This design comes from an exercise in tuning for small area and a short achievable clock period on the open sky130 flow, not from production work. In this exercise RTL edits were held to simulation tests only and were not proved equivalent to the original. Power and IR drop assume default switching activity.

==> design.v <==
package exu_pkg;
    localparam int xlen = 64;
    localparam logic [6:0] op_lui    = 7'b0110111;
    localparam logic [6:0] op_auipc  = 7'b0010111;
    localparam logic [6:0] op_jal    = 7'b1101111;
    localparam logic [6:0] op_jalr   = 7'b1100111;
    localparam logic [6:0] op_branch = 7'b1100011;
    localparam logic [6:0] op_load   = 7'b0000011;
    localparam logic [6:0] op_store  = 7'b0100011;
    localparam logic [6:0] op_imm    = 7'b0010011;
    localparam logic [6:0] op_imm32  = 7'b0011011;
    localparam logic [6:0] op_reg    = 7'b0110011;
    localparam logic [6:0] op_reg32  = 7'b0111011;
endpackage
module pfx_add #(
    parameter int N = 64
) (
    input  logic [N-1:0] x,
    input  logic [N-1:0] y,
    input  logic         cin,
    output logic [N-1:0] s,
    output logic         cout,
    output logic [N-1:0] bp,
    output logic [N-1:0] bg
);
    function automatic int lg2(input int n);
        int k;
        k = 0;
        while ((1 << k) < n) k++;
        lg2 = k;
    endfunction
    localparam int L = lg2(N);
    assign bp = x ^ y;
    assign bg = x & y;
    logic [(L+1)*N-1:0] g;
    logic [(L+1)*N-1:0] p;
    logic [N-1:0]       hp;
    assign hp = x ^ y;
    assign g[N-1:0] = {x[N-1:1] & y[N-1:1], (x[0] & y[0]) | (hp[0] & cin)};
    assign p[N-1:0] = hp;
    for (genvar l = 0; l < L; l++) begin : lvl
        for (genvar i = 0; i < N; i++) begin : bit_
            if ((i >> l) & 1) begin : op
                localparam int j = ((i >> l) << l) - 1;
                assign g[(l+1)*N+i] = g[l*N+i] | (p[l*N+i] & g[l*N+j]);
                assign p[(l+1)*N+i] = p[l*N+i] & p[l*N+j];
            end else begin : pass
                assign g[(l+1)*N+i] = g[l*N+i];
                assign p[(l+1)*N+i] = p[l*N+i];
            end
        end
    end
    assign s    = hp ^ {g[L*N +: N-1], cin};
    assign cout = g[L*N+N-1];
endmodule
module pfx_and #(
    parameter int N = 32
) (
    input  logic [N-1:0] x,
    output logic [N-1:0] o
);
    function automatic int lg2(input int n);
        int k;
        k = 0;
        while ((1 << k) < n) k++;
        lg2 = k;
    endfunction
    localparam int L = lg2(N);
    logic [(L+1)*N-1:0] a;
    assign a[N-1:0] = x;
    for (genvar l = 0; l < L; l++) begin : lvl
        for (genvar i = 0; i < N; i++) begin : bit_
            if ((i >> l) & 1) begin : op
                localparam int j = ((i >> l) << l) - 1;
                assign a[(l+1)*N+i] = a[l*N+i] & a[l*N+j];
            end else begin : pass
                assign a[(l+1)*N+i] = a[l*N+i];
            end
        end
    end
    assign o = a[L*N +: N];
endmodule
module cmp64 (
    input  logic [63:0] x,
    input  logic [63:0] y,
    output logic        eq,
    output logic        ltu,
    output logic        lt
);
    logic [127:0] g;
    logic [127:0] p;
    assign g[63:0] = x & ~y;
    assign p[63:0] = x ~^ y;
    for (genvar l = 0; l < 6; l++) begin : lvl
        localparam int B = 128 - (128 >> l);    
        localparam int M = 64 >> (l + 1);       
        for (genvar k = 0; k < M; k++) begin : grp
            assign g[B + (64 >> l) + k] = g[B + 2*k + 1] | (p[B + 2*k + 1] & g[B + 2*k]);
            assign p[B + (64 >> l) + k] = p[B + 2*k + 1] & p[B + 2*k];
        end
    end
    logic c;
    assign eq  = p[126];
    assign c   = g[126] | p[126];
    assign ltu = ~c;
    assign lt  = x[63] ^ ~y[63] ^ c;
endmodule
module bk_add #(
    parameter int N = 32
) (
    input  logic [N-1:0] x,
    input  logic [N-1:0] y,
    input  logic         cin,
    output logic [N-1:0] s,
    output logic         cout
);
    function automatic int lg2(input int n);
        int k;
        k = 0;
        while ((1 << k) < n) k++;
        lg2 = k;
    endfunction
    localparam int L = lg2(N);
    localparam int S = 2 * L - 1;
    logic [(S+1)*N-1:0] g;
    logic [(S+1)*N-1:0] p;
    logic [N-1:0]       hp;
    assign hp = x ^ y;
    assign g[N-1:0] = {x[N-1:1] & y[N-1:1], (x[0] & y[0]) | (hp[0] & cin)};
    assign p[N-1:0] = hp;
    for (genvar k = 0; k < S; k++) begin : stp
        localparam int D = (k < L) ? k : (2 * L - 2 - k);
        for (genvar i = 0; i < N; i++) begin : bit_
            localparam bit UP = (k < L) && (((i + 1) % (2 << D)) == 0);
            localparam bit DN = (k >= L) && (i >= 3 * (1 << D) - 1) &&
                                (((i + 1 - (1 << D)) % (2 << D)) == 0);
            if (UP || DN) begin : op
                assign g[(k+1)*N+i] = g[k*N+i] | (p[k*N+i] & g[k*N+i-(1 << D)]);
                assign p[(k+1)*N+i] = p[k*N+i] & p[k*N+i-(1 << D)];
            end else begin : pass
                assign g[(k+1)*N+i] = g[k*N+i];
                assign p[(k+1)*N+i] = p[k*N+i];
            end
        end
    end
    assign s    = hp ^ {g[S*N +: N-1], cin};
    assign cout = g[S*N+N-1];
endmodule
module shr64 (
    input  logic [63:0] x,
    input  logic        fill,
    input  logic [5:0]  sh,
    output logic [63:0] r
);
    logic [7*64-1:0] st;
    assign st[63:0] = x;
    for (genvar l = 0; l < 6; l++) begin : lvl
        assign st[(l+1)*64 +: 64] = sh[l] ? {{(1 << l){fill}}, st[l*64+63 : l*64+(1 << l)]}
                                          : st[l*64 +: 64];
    end
    assign r = st[6*64 +: 64];
endmodule
import exu_pkg::*;
module ex_top (
    input  logic            clk,
    input  logic            rst_n,
    input  logic            in_valid,
    input  logic [31:0]     inst,
    input  logic [xlen-1:0] pc,
    input  logic [xlen-1:0] rs1_data,
    input  logic [xlen-1:0] rs2_data,
    output logic            out_valid,
    output logic            jump_branch,
    output logic [xlen-1:0] result,
    output logic [xlen-1:0] dnpc,
    output logic [xlen-1:0] mdata
);
    logic [6:0] opc;
    logic [2:0] f3;
    logic       f7b5, v;
    assign opc  = inst[6:0];
    assign f3   = inst[14:12];
    assign f7b5 = inst[30];
    assign v    = in_valid;
    logic is_lui, is_auipc, is_jal, is_jalr, is_br, is_load, is_store;
    logic is_opi, is_op, is_opi32, is_op32, is_alu, is_w;
    assign is_lui   = (opc == op_lui);
    assign is_auipc = (opc == op_auipc);
    assign is_jal   = (opc == op_jal);
    assign is_jalr  = (opc == op_jalr);
    assign is_br    = (opc == op_branch);
    assign is_load  = (opc == op_load);
    assign is_store = (opc == op_store);
    assign is_opi   = (opc == op_imm);
    assign is_op    = (opc == op_reg);
    assign is_opi32 = (opc == op_imm32);
    assign is_op32  = (opc == op_reg32);
    assign is_alu   = is_opi | is_op;
    assign is_w     = (is_opi32 | is_op32) & (f3 == 3'b000);
    logic [63:0] a, b, p;
    assign a = rs1_data;
    assign b = rs2_data;
    assign p = pc;
    logic use_b, use_s, sub;
    assign use_b = inst[5] & (inst[4] | (inst[6] & ~inst[2]));
    assign use_s = inst[5] & ~inst[6];
    assign sub   = (inst[6] & ~inst[2])
                 | (inst[4] & ~f3[2] & (f3[1] | (~f3[0] & f7b5)));
    logic [63:0] imm_x, yx, s, bp, bg;
    assign imm_x = {{52{inst[31]}}, inst[31:25], use_s ? inst[11:7] : inst[24:20]};
    logic [63:0] ky;
    assign ky    = use_b ? {64{sub}} : imm_x;
    assign yx    = (b & {64{use_b}}) ^ ky;
    logic c64;
    pfx_add #(.N(64)) u_add (.x(a), .y(yx), .cin(use_b & sub), .s(s), .cout(c64), .bp(bp), .bg(bg));
    logic eq, ltu, lt;
    assign eq  = &bp;
    assign ltu = ~c64;
    assign lt  = a[63] ^ yx[63] ^ c64;
    logic hi_z, hi_o, ltu11, lti, ltui;
    assign hi_z  = ~|a[63:11];
    assign hi_o  = &a[63:11];
    assign ltu11 = a[10:0] < inst[30:20];
    assign lti   = (hi_z | hi_o) ? ((a[11] != inst[31]) ? a[11] : ltu11) : a[63];
    assign ltui  = inst[31] ? (~hi_o | ltu11) : (hi_z & ltu11);
    logic        shl, fill;
    logic [5:0]  sh;
    logic [63:0] shx, shr, a_rev, shr_rev;
    assign shl  = ~f3[2];
    assign fill = f3[2] & f7b5 & a[63];
    assign sh   = inst[5] ? b[5:0] : inst[25:20];
    for (genvar i = 0; i < 64; i++) begin : rev_a
        assign a_rev[i] = a[63-i];
    end
    assign shx = shl ? a_rev : a;
    shr64 u_shr (.x(shx), .fill(fill), .sh(sh), .r(shr));
    for (genvar i = 0; i < 64; i++) begin : rev_r
        assign shr_rev[i] = shr[63-i];
    end
    logic [31:0] off, imm_b, imm_j, imm_u;
    assign imm_b = {{20{inst[31]}}, inst[7], inst[30:25], inst[11:8], 1'b0};
    assign imm_j = {{12{inst[31]}}, inst[19:12], inst[20], inst[30:21], 1'b0};
    assign imm_u = {inst[31:12], 12'b0};
    assign off   = ~inst[2] ? imm_b : inst[3] ? imm_j : imm_u;
    logic [31:0] t_lo, tbp_unused, tbg_unused;
    logic        c32;
    pfx_add #(.N(32)) u_tadd (.x(p[31:0]), .y(off), .cin(1'b0), .s(t_lo), .cout(c32),
                              .bp(tbp_unused), .bg(tbg_unused));
    logic [31:0] p_hi, all1, all0, m1, m0;
    assign p_hi = p[63:32];
    pfx_and #(.N(32)) u_and1 (.x(p_hi),  .o(all1));
    pfx_and #(.N(32)) u_and0 (.x(~p_hi), .o(all0));
    assign m1 = {all1[30:0], 1'b1};
    assign m0 = {all0[30:0], 1'b1};
    logic [29:0] lo1;
    logic [31:0] p4_lo;
    logic        k32;
    pfx_and #(.N(30)) u_and4 (.x(p[31:2]), .o(lo1));
    assign p4_lo[1:0]  = p[1:0];
    assign p4_lo[31:2] = p[31:2] ^ {lo1[28:0], 1'b1};
    assign k32         = lo1[29];
    logic t_inc, t_dec;
    assign t_inc = c32 & ~inst[31];
    assign t_dec = ~c32 & inst[31];
    logic taken, jb, tsel;
    assign taken = is_br & (f3[2] ? ((f3[1] ? ltu : lt) ^ f3[0])
                                  : (~f3[1] & (eq ^ f3[0])));
    assign jb   = is_jal | is_jalr | taken;
    assign tsel = is_jal | taken;
    logic        n_inc, n_dec;
    logic [63:0] npc_pc;
    assign n_inc = tsel ? t_inc : k32;
    assign n_dec = tsel & t_dec;
    assign npc_pc[31:0]  = tsel ? t_lo : p4_lo;
    assign npc_pc[63:32] = p_hi ^ (({32{n_inc}} & m1) | ({32{n_dec}} & m0));
    logic d_jalr, d_pc;
    assign d_jalr = v & is_jalr;
    assign d_pc   = v & ~is_jalr;
    logic [63:0] npc;
    assign npc = ({64{d_jalr}} & {s[63:1], 1'b0})
               | ({64{d_pc}}   & npc_pc)
               | ({64{~v}}     & dnpc);
    logic        r_inc, r_dec;
    logic [63:0] res_pc;
    assign r_inc = is_auipc ? t_inc : k32;
    assign r_dec = is_auipc & t_dec;
    assign res_pc[31:0]  = is_auipc ? t_lo : p4_lo;
    assign res_pc[63:32] = p_hi ^ (({32{r_inc}} & m1) | ({32{r_dec}} & m0));
    logic is_other;
    assign is_other = ~(is_lui | is_auipc | is_jal | is_jalr | is_w | is_alu | is_load | is_store);
    logic sel_s, sel_w, sel_sll, sel_sr, sel_p, sel_g, sel_lui, sel_pc, sel_a, slt_bit;
    assign sel_lui = v & is_lui;
    assign sel_pc  = v & (is_auipc | is_jal | is_jalr);
    assign sel_w   = v & is_w;
    assign sel_s   = v & ((is_alu & (f3 == 3'b000)) | is_load | is_store);
    assign sel_sll = v & is_alu & (f3 == 3'b001);
    assign sel_sr  = v & is_alu & (f3 == 3'b101);
    assign sel_a   = v & is_other;
    assign sel_p   = v & is_alu & f3[2] & ~f3[0];
    assign sel_g   = v & is_alu & f3[2] & f3[1];
    assign slt_bit = v & is_alu & ~f3[2] & f3[1] &
                     (inst[5] ? (f3[0] ? ltu : lt) : (f3[0] ? ltui : lti));
    logic [63:0] res, luv;
    assign luv = {{32{inst[31]}}, imm_u};
    assign res = ({64{sel_s | sel_w}} & {s[63:32] & {32{sel_s}}, s[31:0]})
               | ({{32{sel_w & s[31]}}, 32'd0})
               | ({64{sel_sll}} & shr_rev)
               | ({64{sel_sr}}  & shr)
               | {63'd0, slt_bit}
               | ({64{sel_p}}   & bp)
               | ({64{sel_g}}   & bg)
               | ({64{sel_lui}} & luv)
               | ({64{sel_pc}}  & res_pc)
               | ({64{sel_a}}   & a)
               | ({64{~v}}      & result);
    logic [63:0] md;
    assign md = v ? b : mdata;
    always_ff @(posedge clk or negedge rst_n) begin
        if (!rst_n) begin
            out_valid   <= 1'b0;
            jump_branch <= 1'b0;
            result      <= '0;
            dnpc        <= '0;
            mdata       <= '0;
        end else begin
            out_valid   <= in_valid;
            jump_branch <= v ? jb : jump_branch;
            result      <= res;
            dnpc        <= npc;
            mdata       <= md;
        end
    end
endmodule
==> flow/run.sh <==
#!/bin/bash
set -euo pipefail
export BUFFER_PORTS_ARGS="-buffer_cell sky130_fd_sc_hd__buf_1"
if [[ -f flow/extra.env ]]; then
  set -a; source flow/extra.env; set +a
fi
bash standard.sh synth > synth.log 2>&1
bash standard.sh finish > layout.log 2>&1
==> flow/extra.env <==
SETUP_SLACK_MARGIN=9
==> standard.sh <==
#!/bin/bash
# synth_recipe.tcl (not shown) runs the flow's synth.tcl, then flattens the netlist and writes it again
# the make line also repeats each setting of config.mk as NAME=value (left out here)
make -C /OpenROAD-flow-scripts/flow DESIGN_CONFIG=/design/flow/config.mk WORK_HOME=/design/flow/orfs CLKGATE_MAP_FILE= SYNTH_SCRIPT=/design/flow/synth_recipe.tcl "${@:-finish}"
==> config.mk <==
export PLATFORM = sky130hd
export DESIGN_NAME = ex_top
export DESIGN_NICKNAME = ex_top
export VERILOG_FILES = /design/flow/design.v
export SDC_FILE = /design/flow/constraint.sdc
export NUM_CORES = 4
export LEC_CHECK = 0
export CAP_MARGIN = 20
export CORE_MARGIN = 2
export CORE_UTILIZATION = 30
export PLACE_DENSITY = 0.5
export SLEW_MARGIN = 20
export TNS_END_PERCENT = 10
==> constraint.sdc <==
create_clock -name core_clock -period 13.0 [get_ports {clk}]
set_input_delay 2.6000 -clock core_clock [delete_from_list [all_inputs] [get_ports {clk}]]
set_output_delay 2.6000 -clock core_clock [all_outputs]
set_load 0.01 [all_outputs]
==> results.yml, run 1 <==
status:
  status: "timing/DRC/antenna clean"
detailed_routing:
  drtAntennaViolNets: 0
  wire_per_inst_um: 31.23
  route.detailed.drc: 0
  routed_wl_mm: 139.8
  drt_iter0_drc: 3804
  detailedRoute.firstPassIterationCount: 6
  routed-via-count: 28037
  detail_route.vias_per_cell: 6.264
yosys:
  number_of_enable_flip_flop_cells_after_synthesis: 0
  synthDistinctLibCells: 82
  ys_async_sr_fraction_pct: 100.0
  mappedNetlistArea_mm2: 0.02383
  ys_ff_latch: 194
  synth.net_count: 3344
  yosys_warning_total: 1
  synth_seq_area_share_pct: 20.37
  ys_dominant_reg_cell: "sky130_fd_sc_hd__dfrtp_1"
  synthesis.instances: 2996
  syn_area_per_cell_um2: 7.955
grt:
  grt_antenna_before_repair: 5
  pin_count_of_the_biggest_net_entering_global_routing: 73
  grt_use_met2_pct: 50.21
  grt_use_total_pct: 32.78
  gr-max-usage-layer: "met2"
  grt_util_met1_pct: 43.40
  global_route_wire_length_before_repair_mm: 194.1
  first_global_vias: 26120
  use_met3_pct: 7.815
  grt.overflow.total: 0
cts:
  cts_tree: "built"
  cts_num_sinks: 194
  cts_inserted_buffers: 17
  ctsLongestPathBuffers: 2
  clock_latency_ns: 0.53
  cts_htree_levels: 4
  buffer_cell_driving_the_clock_tree_root: "sky130_fd_sc_hd__clkbuf_16"
  clkSlewWorstSetupHoldPaths_ns: 0.09
power:
  swShare_pct: 47.31
  pwr-share-seq_pct: 26.4
  net-switching-power_uw: 1295
  power.density_cell_area_mw_per_mm2: 93.33
  power_frac_clock_pct: 21.8
  p_leak_uw: 0.01146
  combinationalPowerShare_pct: 51.8
  p_int_uw: 1442
  vdd_ir_max_v: 0.0001136
sta:
  postLayoutSetupSlackWorst_ns: 6.401
  fmax_ghz: 0.1515
  unrepaired_setup_endpoints_after_global_routing: "true"
  fin_setup_tns_ns: 0
  period_share_pct: 50.76
  final_slew_violations: 0
  final.setup_skew_ns: 0
  finalSetupViolCount: 0
  finalHoldWorstSlack_ns: 0.4830
  final_hold_viol_count: 0
  timing_worst_slew_pin_value_ns: 1.240
  layout_min_cycle_time_ns: 6.599
  slew_headroom_pct: 16.48
worst_setup_path:
  timing.critical_path.max_delay_family: "buffers and inverters"
  worst_r2r_path_depth: 5
  timing.critical_path.slowest_stage_cell: "sky130_fd_sc_hd__ha_1"
  cp-startpoint: "inst[12]"
  worst_ep_arrival_ns: 7.04
  cp.depth: 26
  worst-r2r-setup-slack_ns: 10.84
  worstReg2RegEnd: "result[22]"
  crit_path_end_kind: "register"
  crit_path_required_time_ns: 13.44
  critical_path.n_buffers_inverters: 10
  cp-start-kind: "input pin"
  criticalPathCategory: "in -> reg"
  crit_path_max_fanout: 17
  timing.critical_path.to: "dnpc[57]"
  rr_startpoint: "result[22]"
  timing.critical_path.slowest_cell_delay_ns: 0.35
floorplan:
  ioPinCount: 421
  die_w_um: 285.9
  rows: 103
  coreArea_mm2: 0.07887
  die_height_um: 285.9
  start_util_pct: 30.22
  die_area_mm2: 0.08172
cells_and_area:
  finalNetCount: 3756
  fillCellCount: 8467
  fin_util_pct: 37.17
  layout-drive-gt1-share_pct: 15.61
  layout.cells.most_common_list: "410 x sky130_fd_sc_hd__buf_1, 295 x sky130_fd_sc_hd__nand2_1, 210 x sky130_fd_sc_hd__a21oi_1"
  post-route-cell-area_mm2: 0.02932
  layout-area-overhead-vs-synth_pct: 23.00
  layout.cells.most_common: "sky130_fd_sc_hd__buf_1"
worst_hold_path:
  hold_path.class: "reg -> reg"
placement:
  placed_cell_area_mm2: 0.02676
  io_buffers: 420
  worst_slack_after_detailed_placement_ns: 3.832
  place_congestion: 1.070
  post-dp-hpwl_mm: 105.6
job:
  maxCapViolCount: 0
## worst reg2reg max path: cells and delay by family (launching register included)
family | cells | cell delay (ns)
AOI/OAI and AO/OA | 4 | 1.38
and+or+nand+nor | 1 | 0.15
DFF | 1 | 0.46
## Yosys cell counts (31+ instances only)
master | number | area (um^2)
sky130_fd_sc_hd__nand2_1 | 304 | 1141
sky130_fd_sc_hd__a21oi_1 | 227 | 1136
sky130_fd_sc_hd__o21ai_0 | 218 | 1091
sky130_fd_sc_hd__nor2_1 | 211 | 792.0
sky130_fd_sc_hd__mux2i_1 | 197 | 1972
sky130_fd_sc_hd__dfrtp_1 | 194 | 4855
sky130_fd_sc_hd__clkbuf_1 | 182 | 683.2
sky130_fd_sc_hd__xnor2_1 | 156 | 1366
sky130_fd_sc_hd__ha_1 | 110 | 1376
sky130_fd_sc_hd__mux2_2 | 83 | 934.7
sky130_fd_sc_hd__inv_1 | 78 | 292.8
sky130_fd_sc_hd__nand3_1 | 76 | 380.4
sky130_fd_sc_hd__xor2_1 | 62 | 543.0
sky130_fd_sc_hd__a221oi_1 | 54 | 473.0
sky130_fd_sc_hd__a211oi_1 | 48 | 360.4
sky130_fd_sc_hd__a21o_1 | 48 | 360.4
sky130_fd_sc_hd__nor3_1 | 48 | 240.2
sky130_fd_sc_hd__nand4_1 | 46 | 287.8
sky130_fd_sc_hd__o211ai_1 | 45 | 337.8
sky130_fd_sc_hd__buf_1 | 38 | 142.6
sky130_fd_sc_hd__mux4_2 | 37 | 833.3
sky130_fd_sc_hd__a31oi_1 | 36 | 225.2
sky130_fd_sc_hd__a221o_1 | 34 | 340.3
sky130_fd_sc_hd__a22o_1 | 33 | 289.0
sky130_fd_sc_hd__a22oi_1 | 31 | 232.7
sky130_fd_sc_hd__o22ai_1 | 31 | 193.9
## power by group through the flow
stage	sequential [uW]	combinational, uW	clock, uW
after floorplan	738	736	0
after global placement	733	1260	0
after detailed placement	733	1260	0
after CTS	722	1320	606
after global routing	727	1490	627
final	723	1420	595
## layer usage
| metal | part of all wire (%) | up-vias | routed length (um) |
|---|---|---|---|
| li1 | - | 12117 | - |
| met1 | 40 | 13904 | 56450 |
| met2 | 44 | 1667 | 60810 |
| met3 | 10 | 343 | 14650 |
| met4 | 5.6 | 6 | 7811 |
| met5 | 0.031 | - | 44 |
## what timing repair did
action,CTS,global route
buffers inserted,59,42
gates cloned,7,6
hold buffers,0,0
gates resized for setup,106,113
setup endpoints to repair,197,197
pin swaps,22,41
## cell type report
type | instances | area, um^2 | area share [%]
clock buffers | 18 | 429.2 | 1.464
diodes | 5 | 12.51 | 0.04268
well taps | 1050 | 1314 | 4.481
repair buffers | 629 | 3586 | 12.23
flip-flops and latches | 194 | 4855 | 16.56
multi-input cells | 2488 | 18650 | 63.62
clock inverters | 14 | 167.7 | 0.5719
inverters | 78 | 301.5 | 1.029
## kinds of logic (layout without fill, tap and decap cells)
family                     after synthesis  in the layout  synth area share [%]
adders and majority gates              121            121                 6.699
and+or+nand+nor                        859            861                 16.93
xor gates and xnor gates               218            218                 8.011
AOI/OAI and AO/OA                      970            970                 27.10
other                                    0              5                     0
buffers and inverters                  316            739                 5.145
muxes                                  318            318                 15.75
DFF                                    194            194                 20.37
## flip-flops by register name (all words and copies together) (netlist names)
| signal | cells |
|---|---|
| dnpc | 64 |
| jump_branch | 1 |
| mdata | 64 |
| out_valid | 1 |
| result | 64 |
## stage by stage
step / cells / power, uW
after floorplan: 2996 / 1474
after global placement: 4325 / 1994
after detailed placement: 4325 / 1989
after CTS: 4423 / 2648
after global routing: 4472 / 2842
final: 4476 / 2736
## worst min-delay path by stage
stage,from,cells after the start,to,slack [ns]
4_1_cts,dnpc[10],1,dnpc[10],0.49
3_5_place_dp,dnpc[10],1,dnpc[10],0.47
2_1_floorplan,dnpc[18],1,dnpc[18],0.52
3_3_place_gp,dnpc[10],1,dnpc[10],0.46
5_1_grt,dnpc[3],1,dnpc[3],0.51
6_report,dnpc[10],1,dnpc[10],0.48
==> run 2, diff against run 1 <==
==> flow/extra.env (replaced) <==
SETUP_SLACK_MARGIN=7.5
==> results.yml, run 2 <==
cells_and_area:
  biggestRegsByFlops: "dnpc: 64 flops, mdata: 64 flops, result: 64 flops"
  multi_input_area_mm2: 0.01852
  layout.cells.most_common_list: "410 x sky130_fd_sc_hd__buf_1, 296 x sky130_fd_sc_hd__nand2_1, 213 x sky130_fd_sc_hd__a21oi_1"
  layout-drive-gt1-share_pct: 15.05
  post-route-cell-area_mm2: 0.02927
  fillCellCount: 8451
  area_taken_by_flip_flops_and_latches_mm2: 0.004855
  layout-area-overhead-vs-synth_pct: 22.81
  layout.cells.most_common: "sky130_fd_sc_hd__buf_1"
  finalNetCount: 3751
sta:
  final.setup_skew_ns: 0
  finalHoldWorstSlack_ns: 0.4839
  fmax_ghz: 0.1512
  unrepaired_setup_endpoints_after_global_routing: "true"
  final_slew_violations: 0
  fin_setup_tns_ns: 0
  layout_min_cycle_time_ns: 6.615
  finalSetupViolCount: 0
  final_hold_viol_count: 0
  period_share_pct: 50.88
  slew_headroom_pct: 10.12
  timing_worst_slew_pin_value_ns: 1.334
yosys:
  yosys_warning_total: 1
  synth.top_cell.area_share_pct: 20.37
  ys_ff_latch: 194
  synth_seq_area_share_pct: 20.37
  ys_dominant_reg_cell: "sky130_fd_sc_hd__dfrtp_1"
  synthDistinctLibCells: 82
  number_of_enable_flip_flop_cells_after_synthesis: 0
  synth_common_cells: "304 x sky130_fd_sc_hd__nand2_1, 227 x sky130_fd_sc_hd__a21oi_1, 218 x sky130_fd_sc_hd__o21ai_0"
  synth_most_common_cell: "sky130_fd_sc_hd__nand2_1"
  syn_area_per_cell_um2: 7.955
  synth.net_count: 3344
  netlist_top_cells_area: "sky130_fd_sc_hd__dfrtp_1 20%, sky130_fd_sc_hd__mux2i_1 8.3%, sky130_fd_sc_hd__ha_1 5.8%"
  ys_async_sr_fraction_pct: 100.0
  synthesis.instances: 2996
  synth_largest_area_cell: "sky130_fd_sc_hd__dfrtp_1"
  mappedNetlistArea_mm2: 0.02383
worst_setup_path:
  library_cell_appearing_most_often_on_the_critical_path: "sky130_fd_sc_hd__buf_6"
  worst-r2r-setup-slack_ns: 10.78
  timing.critical_path.slowest_cell_delay_ns: 0.61
  crit_path_max_fanout: 7
  worst_r2r_path_depth: 5
  worst_ep_arrival_ns: 7.04
  critical_path.n_buffers_inverters: 9
  worstReg2RegEnd: "result[22]"
  timing.critical_path.slowest_stage_cell: "sky130_fd_sc_hd__or4_4"
  timing.critical_path.max_delay_family: "compound AO/OA/AOI/OAI gates"
  rr_startpoint: "result[22]"
  crit_path_end_kind: "register"
  crit_path_required_time_ns: 13.43
  crit_path_cell_chain: "buf_6, buf_6, clkinvlp_4, a21oi_4, o32ai_4, buf_6, buf_8, buf_12, xnor2_1, o21ai_0, ha_1, nand4_1, or4_4, nor4_4, xnor2_1, a2bb2oi_1, o211ai_1, buf_6, mux2i_4, buf_6, buf_12, o32ai_2, mux2i_1, a221o_1"
  criticalPathCategory: "in -> reg"
  cp-start-kind: "input pin"
cts:
  clkSlewWorstSetupHoldPaths_ns: 0.09
  cts_inserted_buffers: 17
  buffer_cell_driving_the_clock_tree_root: "sky130_fd_sc_hd__clkbuf_16"
  hold_fix_buffers_at_cts: 0
  cts_num_sinks: 194
  ctsLongestPathBuffers: 2
  cts_tree: "built"
  clock_latency_ns: 0.53
  cts_htree_levels: 4
floorplan:
  die_w_um: 285.9
  ioPinCount: 421
  die_height_um: 285.9
  start_util_pct: 30.22
  coreArea_mm2: 0.07887
  rows: 103
  die_area_mm2: 0.08172
detailed_routing:
  drt_iter0_drc: 3760
  routed_wl_mm: 141.0
  detail_route.vias_per_cell: 6.275
  drtAntennaViolNets: 0
  detailedRoute.firstPassIterationCount: 6
  route.detailed.drc: 0
  routed-via-count: 28063
  wire_per_inst_um: 31.52
worst_hold_path:
  hp-start: "dnpc[10]"
  hold-path-cell-count: 1
  hold-path-endpoint: "dnpc[10]"
  hold_path.class: "reg -> reg"
job:
  maxCapViolCount: 0
grt:
  grt_util_met1_pct: 43.25
  grt_use_met2_pct: 49.90
  use_met3_pct: 7.344
  grt_use_total_pct: 32.43
  pin_count_of_the_biggest_net_entering_global_routing: 74
  global_route_wire_length_before_repair_mm: 192.1
  grt_antenna_before_repair: 5
  first_global_vias: 25821
  gr-max-usage-layer: "met2"
  grt.overflow.total: 0
power:
  power.density_cell_area_mw_per_mm2: 93.41
  p_leak_uw: 0.01145
  vdd_ir_max_v: 0.0001166
placement:
  post-dp-hpwl_mm: 105.6
  io_buffers: 420
  placed_cell_area_mm2: 0.02676
  place_congestion: 1.070
status:
  status: "timing/DRC/antenna clean"
[run 2: per-layer routing]
metal / vias to the layer above / wire [um]
li1: 12111 / -
met1: 13846 / 56750
met2: 1745 / 60770
met3: 351 / 15530
met4: 10 / 7849
met5: - / 75
[run 2: how the worst max path moves through the flow]
stage	startpoint	endpoint	slack (ns)	cells after the start
after CTS	inst[12]	dnpc[30]	6.42	23
after floorplan	inst[14]	dnpc[35]	6.13	21
final	inst[12]	dnpc[42]	6.39	24
after global placement	inst[12]	dnpc[40]	3.90	22
after detailed placement	inst[12]	dnpc[42]	3.83	22
after global routing	inst[12]	dnpc[42]	6.26	28
[run 2: what timing repair did]
item                                    in CTS  in global routing
gates cloned                                 3                 15
pin swaps                                   19                 33
gates resized for setup                     82                114
setup buffers                               32                 59
endpoints found under the setup margin     128                128
[run 2: final cells by class]
class	count	area share [%]
inverters	78	1.030
well taps	1050	4.488
diodes	6	0.05130
flip-flops and latches	194	16.59
clock buffers	18	1.466
repair buffers	625	12.52
multi-input cells	2487	63.29
clock inverters	14	0.5728
[run 2: cells by family (layout without fill, tap and decap cells)]
group,Yosys count,count (layout),synth area share [%]
multiplexers,318,318,15.75
flip-flops,194,194,20.37
XOR/XNOR,218,218,8.011
other,0,6,0
AND/OR/NAND/NOR,859,860,16.93
adder cells (fa/ha/maj),121,121,6.699
buffers and inverters,316,735,5.145
AO/OA/AOI/OAI,970,970,27.10
[run 2: power by group]
group          total (uW)  switching [uW]  internal (uW)
registers             723            58.2            665
logic                1410             915            498
clock network         598             323            275
total                2730            1300           1440
[run 2: through the flow]
step / utilization (%) / setup WS (ns) / power, uW / std cells
after floorplan: - / 6.129 / 1474 / 2996
after global placement: 33.93 / 3.905 / 1994 / 4325
final: 37.11 / 6.385 / 2734 / 4472
after detailed placement: 33.93 / 3.832 / 1989 / 4325
after CTS: 35.54 / 6.425 / 2622 / 4392
after global routing: 37.09 / 6.261 / 2834 / 4466
==> run 3, diff against run 2 <==
--- a/config.mk
+++ b/config.mk
@@ -9,4 +9,4 @@
 export CORE_MARGIN = 2
-export CORE_UTILIZATION = 30
-export PLACE_DENSITY = 0.5
+export CORE_UTILIZATION = 40
+export PLACE_DENSITY = 0.6
 export SLEW_MARGIN = 20
==> results.yml, run 3 <==
worst_setup_path:
  crit_path_max_fanout: 7
  crit_path_end_kind: "register"
  cp-start-kind: "input pin"
  worst_ep_arrival_ns: 7.18
  criticalPathCategory: "in -> reg"
  worst-r2r-setup-slack_ns: 10.63
  cp-startpoint: "inst[12]"
  timing.critical_path.max_delay_family: "buffers and inverters"
  timing.critical_path.slowest_cell_delay_ns: 0.62
  worstReg2RegEnd: "result[22]"
  worst_r2r_path_depth: 5
  rr_startpoint: "result[22]"
  cp.depth: 27
  timing.critical_path.to: "dnpc[46]"
  library_cell_appearing_most_often_on_the_critical_path: "sky130_fd_sc_hd__buf_12"
  crit_path_required_time_ns: 13.41
  timing.critical_path.slowest_stage_cell: "sky130_fd_sc_hd__or4_4"
  critical_path.n_buffers_inverters: 11
power:
  swShare_pct: 46.59
  combinationalPowerShare_pct: 52.6
  net-switching-power_uw: 1257
  power_frac_clock_pct: 20.7
  p_leak_uw: 0.01165
  vdd_ir_max_v: 0.00009649
  power.density_cell_area_mw_per_mm2: 92.33
  pwr-share-seq_pct: 26.7
  p_int_uw: 1441
grt:
  grt_use_total_pct: 40.94
  grt_antenna_before_repair: 9
  first_global_vias: 26387
  global_route_wire_length_before_repair_mm: 183.4
  grt.overflow.total: 0
  pin_count_of_the_biggest_net_entering_global_routing: 72
yosys:
  ys_ff_latch: 194
  synth_largest_area_cell: "sky130_fd_sc_hd__dfrtp_1"
  ys_async_sr_fraction_pct: 100.0
  number_of_enable_flip_flop_cells_after_synthesis: 0
  synthesis.instances: 2996
  synth_common_cells: "304 x sky130_fd_sc_hd__nand2_1, 227 x sky130_fd_sc_hd__a21oi_1, 218 x sky130_fd_sc_hd__o21ai_0"
  netlist_top_cells_area: "sky130_fd_sc_hd__dfrtp_1 20%, sky130_fd_sc_hd__mux2i_1 8.3%, sky130_fd_sc_hd__ha_1 5.8%"
  yosys_warning_total: 1
  synth.top_cell.area_share_pct: 20.37
  synth_seq_area_share_pct: 20.37
  synthDistinctLibCells: 82
  syn_area_per_cell_um2: 7.955
  synth.net_count: 3344
  mappedNetlistArea_mm2: 0.02383
  synth_most_common_cell: "sky130_fd_sc_hd__nand2_1"
  ys_dominant_reg_cell: "sky130_fd_sc_hd__dfrtp_1"
sta:
  fin_setup_tns_ns: 0
  unrepaired_setup_endpoints_after_global_routing: "true"
  finalHoldWorstSlack_ns: 0.4960
  period_share_pct: 52.05
  finalSetupViolCount: 0
  slew_headroom_pct: 16.00
  layout_min_cycle_time_ns: 6.767
  final.setup_skew_ns: 0
  final_hold_viol_count: 0
  final_slew_violations: 0
  timing_worst_slew_pin_value_ns: 1.247
  fmax_ghz: 0.1478
cts:
  cts_num_sinks: 194
  cts_inserted_buffers: 17
  buffer_cell_driving_the_clock_tree_root: "sky130_fd_sc_hd__clkbuf_16"
  clock_latency_ns: 0.51
  clkSlewWorstSetupHoldPaths_ns: 0.09
  cts_tree: "built"
  ctsLongestPathBuffers: 2
  cts_htree_levels: 4
  hold_fix_buffers_at_cts: 0
job:
  maxCapViolCount: 0
detailed_routing:
  detail_route.vias_per_cell: 6.745
  drtAntennaViolNets: 0
  wire_per_inst_um: 30.87
  routed-via-count: 28586
  drt_iter0_drc: 3936
  detailedRoute.firstPassIterationCount: 6
  routed_wl_mm: 130.8
  route.detailed.drc: 0
placement:
  post-dp-hpwl_mm: 96.81
  io_buffers: 420
  place_congestion: 1.056
floorplan:
  rows: 89
  die_height_um: 248.1
  die_w_um: 248.1
  coreArea_mm2: 0.05902
  start_util_pct: 40.38
  die_area_mm2: 0.06155
  ioPinCount: 421
cells_and_area:
  biggestRegsByFlops: "dnpc: 64 flops, mdata: 64 flops, result: 64 flops"
  layout.cells.most_common_list: "409 x sky130_fd_sc_hd__buf_1, 297 x sky130_fd_sc_hd__nand2_1, 215 x sky130_fd_sc_hd__a21oi_1"
  layout.cells.most_common: "sky130_fd_sc_hd__buf_1"
  layout-drive-gt1-share_pct: 16.02
  finalNetCount: 3794
  layout-area-overhead-vs-synth_pct: 22.56
status:
  status: "timing/DRC/antenna clean"
worst_hold_path:
  hold_path.class: "reg -> reg"
  hp-start: "dnpc[3]"
-- run 3: changes by cell type in the layout (fill, tap and decap cells not counted), sizes merged --
cell / before / now
buf: 606 / 655
bufbuf: 1 / 4
bufinv: 1 / 0
clkbuf: 36 / 27
clkinvlp: 4 / 1
inv: 82 / 84
nand3: 77 / 78
o21ai: 218 / 219
-- run 3: power by group through the flow --
stage	clock, uW	sequential (uW)	combinational, uW
finish	559	720	1420
CTS	564	717	1320
floorplan	0	738	736
global placement	0	728	1230
global route	584	723	1480
detailed placement	0	729	1230
-- run 3: metal layers --
layer	up-vias	global-route usage [%]	wire length [um]
met5	-	0	54
met4	8	21.18	8012
met3	483	13.67	18610
met2	2158	59.82	54540
met1	13730	53.47	49610
li1	12207	-	-
-- run 3: area by class of cell --
cell class	count	area, um^2
Fill cell	5875	29810
Clock buffer	20	446.7
Antenna cell	6	15.01
Tap cell	773	967.2
Sequential cell	194	4855
Multi-Input combinational cell	2489	18530
Timing Repair Buffer	666	3988
Clock inverter	12	112.6
Inverter	78	297.8
-- run 3: stage by stage --
stage / util [%] / setup WS, ns / power, uW / instance area [um^2] / std cells
floorplan: - / 6.129 / 1474 / 24110 / 2996
global placement: 44.86 / 3.872 / 1958 / 26480 / 4057
detailed placement: 44.87 / 3.752 / 1954 / 26480 / 4058
CTS: 48.40 / 6.425 / 2604 / 28560 / 4197
global route: 49.47 / 6.110 / 2787 / 29200 / 4232
finish: 49.50 / 6.233 / 2697 / 29210 / 4238
-- run 3: worst register-to-register path, stage by stage (launching register included) --
cell and delay, ns:
sky130_fd_sc_hd__dfrtp_1 0.43, sky130_fd_sc_hd__a22o_1 0.27, sky130_fd_sc_hd__a221oi_1 0.21, sky130_fd_sc_hd__nand2_1 0.20, sky130_fd_sc_hd__a221oi_1 0.82, sky130_fd_sc_hd__o221ai_1 0.26
-- run 3: cells by family after synthesis --
group / Yosys count / synth area share (%)
AO/OA/AOI/OAI: 970 / 27.10
buffers and inverters: 316 / 5.145
XOR/XNOR: 218 / 8.011
flip-flops: 194 / 20.37
multiplexers: 318 / 15.75
adder cells (fa/ha/maj): 121 / 6.699
AND/OR/NAND/NOR: 859 / 16.93
-- run 3: worst min-delay path by stage --
stage               cells past startpoint  endpoint  slack [ns]
floorplan                               1  dnpc[18]        0.52
global placement                        1   dnpc[3]        0.46
detailed placement                      1   dnpc[3]        0.47
CTS                                     1   dnpc[3]        0.50
global route                            1   dnpc[0]        0.52
finish                                  1   dnpc[3]        0.50
-- run 3: repair_timing --
action,in CTS,in global routing
endpoints found under the setup margin,128,128
resized for setup,129,81
pin swaps,67,55
setup buffers,96,31
cloned,11,4

==> re-timing with driven ports <==
The flow's constraints put no driver on any port. The routed layouts listed below were extracted and timed again, unchanged, in two steps. Step 1: set_driving_cell puts a clkbuf_16 on clk and a buf_2 on each other input, an assumption about the parent block. Step 2 moves the port delays by t, midway between the first and last clock arrival at a register: inputs arrive t later, outputs are due t later. That takes back most of the time a late clock gives input paths. Three values: ideal ports, drivers, drivers and shift; two values: the first two.
| run | t, ns | setup WS [ns] | hold WS [ns] | worst setup path at the end | worst register clock-pin slew, ns |
|---|---|---|---|---|---|
| run 1 | 0.596 | 6.401 / 6.345 / 5.749 | 0.483 / 0.483 / 0.483 | input to register | 0.10 / 0.10 |
| run 2 | 0.597 | 6.385 / 6.324 / 5.727 | 0.484 / 0.484 / 0.484 | input to register | 0.10 / 0.10 |
| run 3 | 0.579 | 6.233 / 6.214 / 5.635 | 0.496 / 0.496 / 0.496 | input to register | 0.09 / 0.09 |
After both steps setup and hold are still met in every run listed. The setup slack of run 2, which loses most, moves by -0.061 ns with the drivers and by -0.658 ns with both steps.
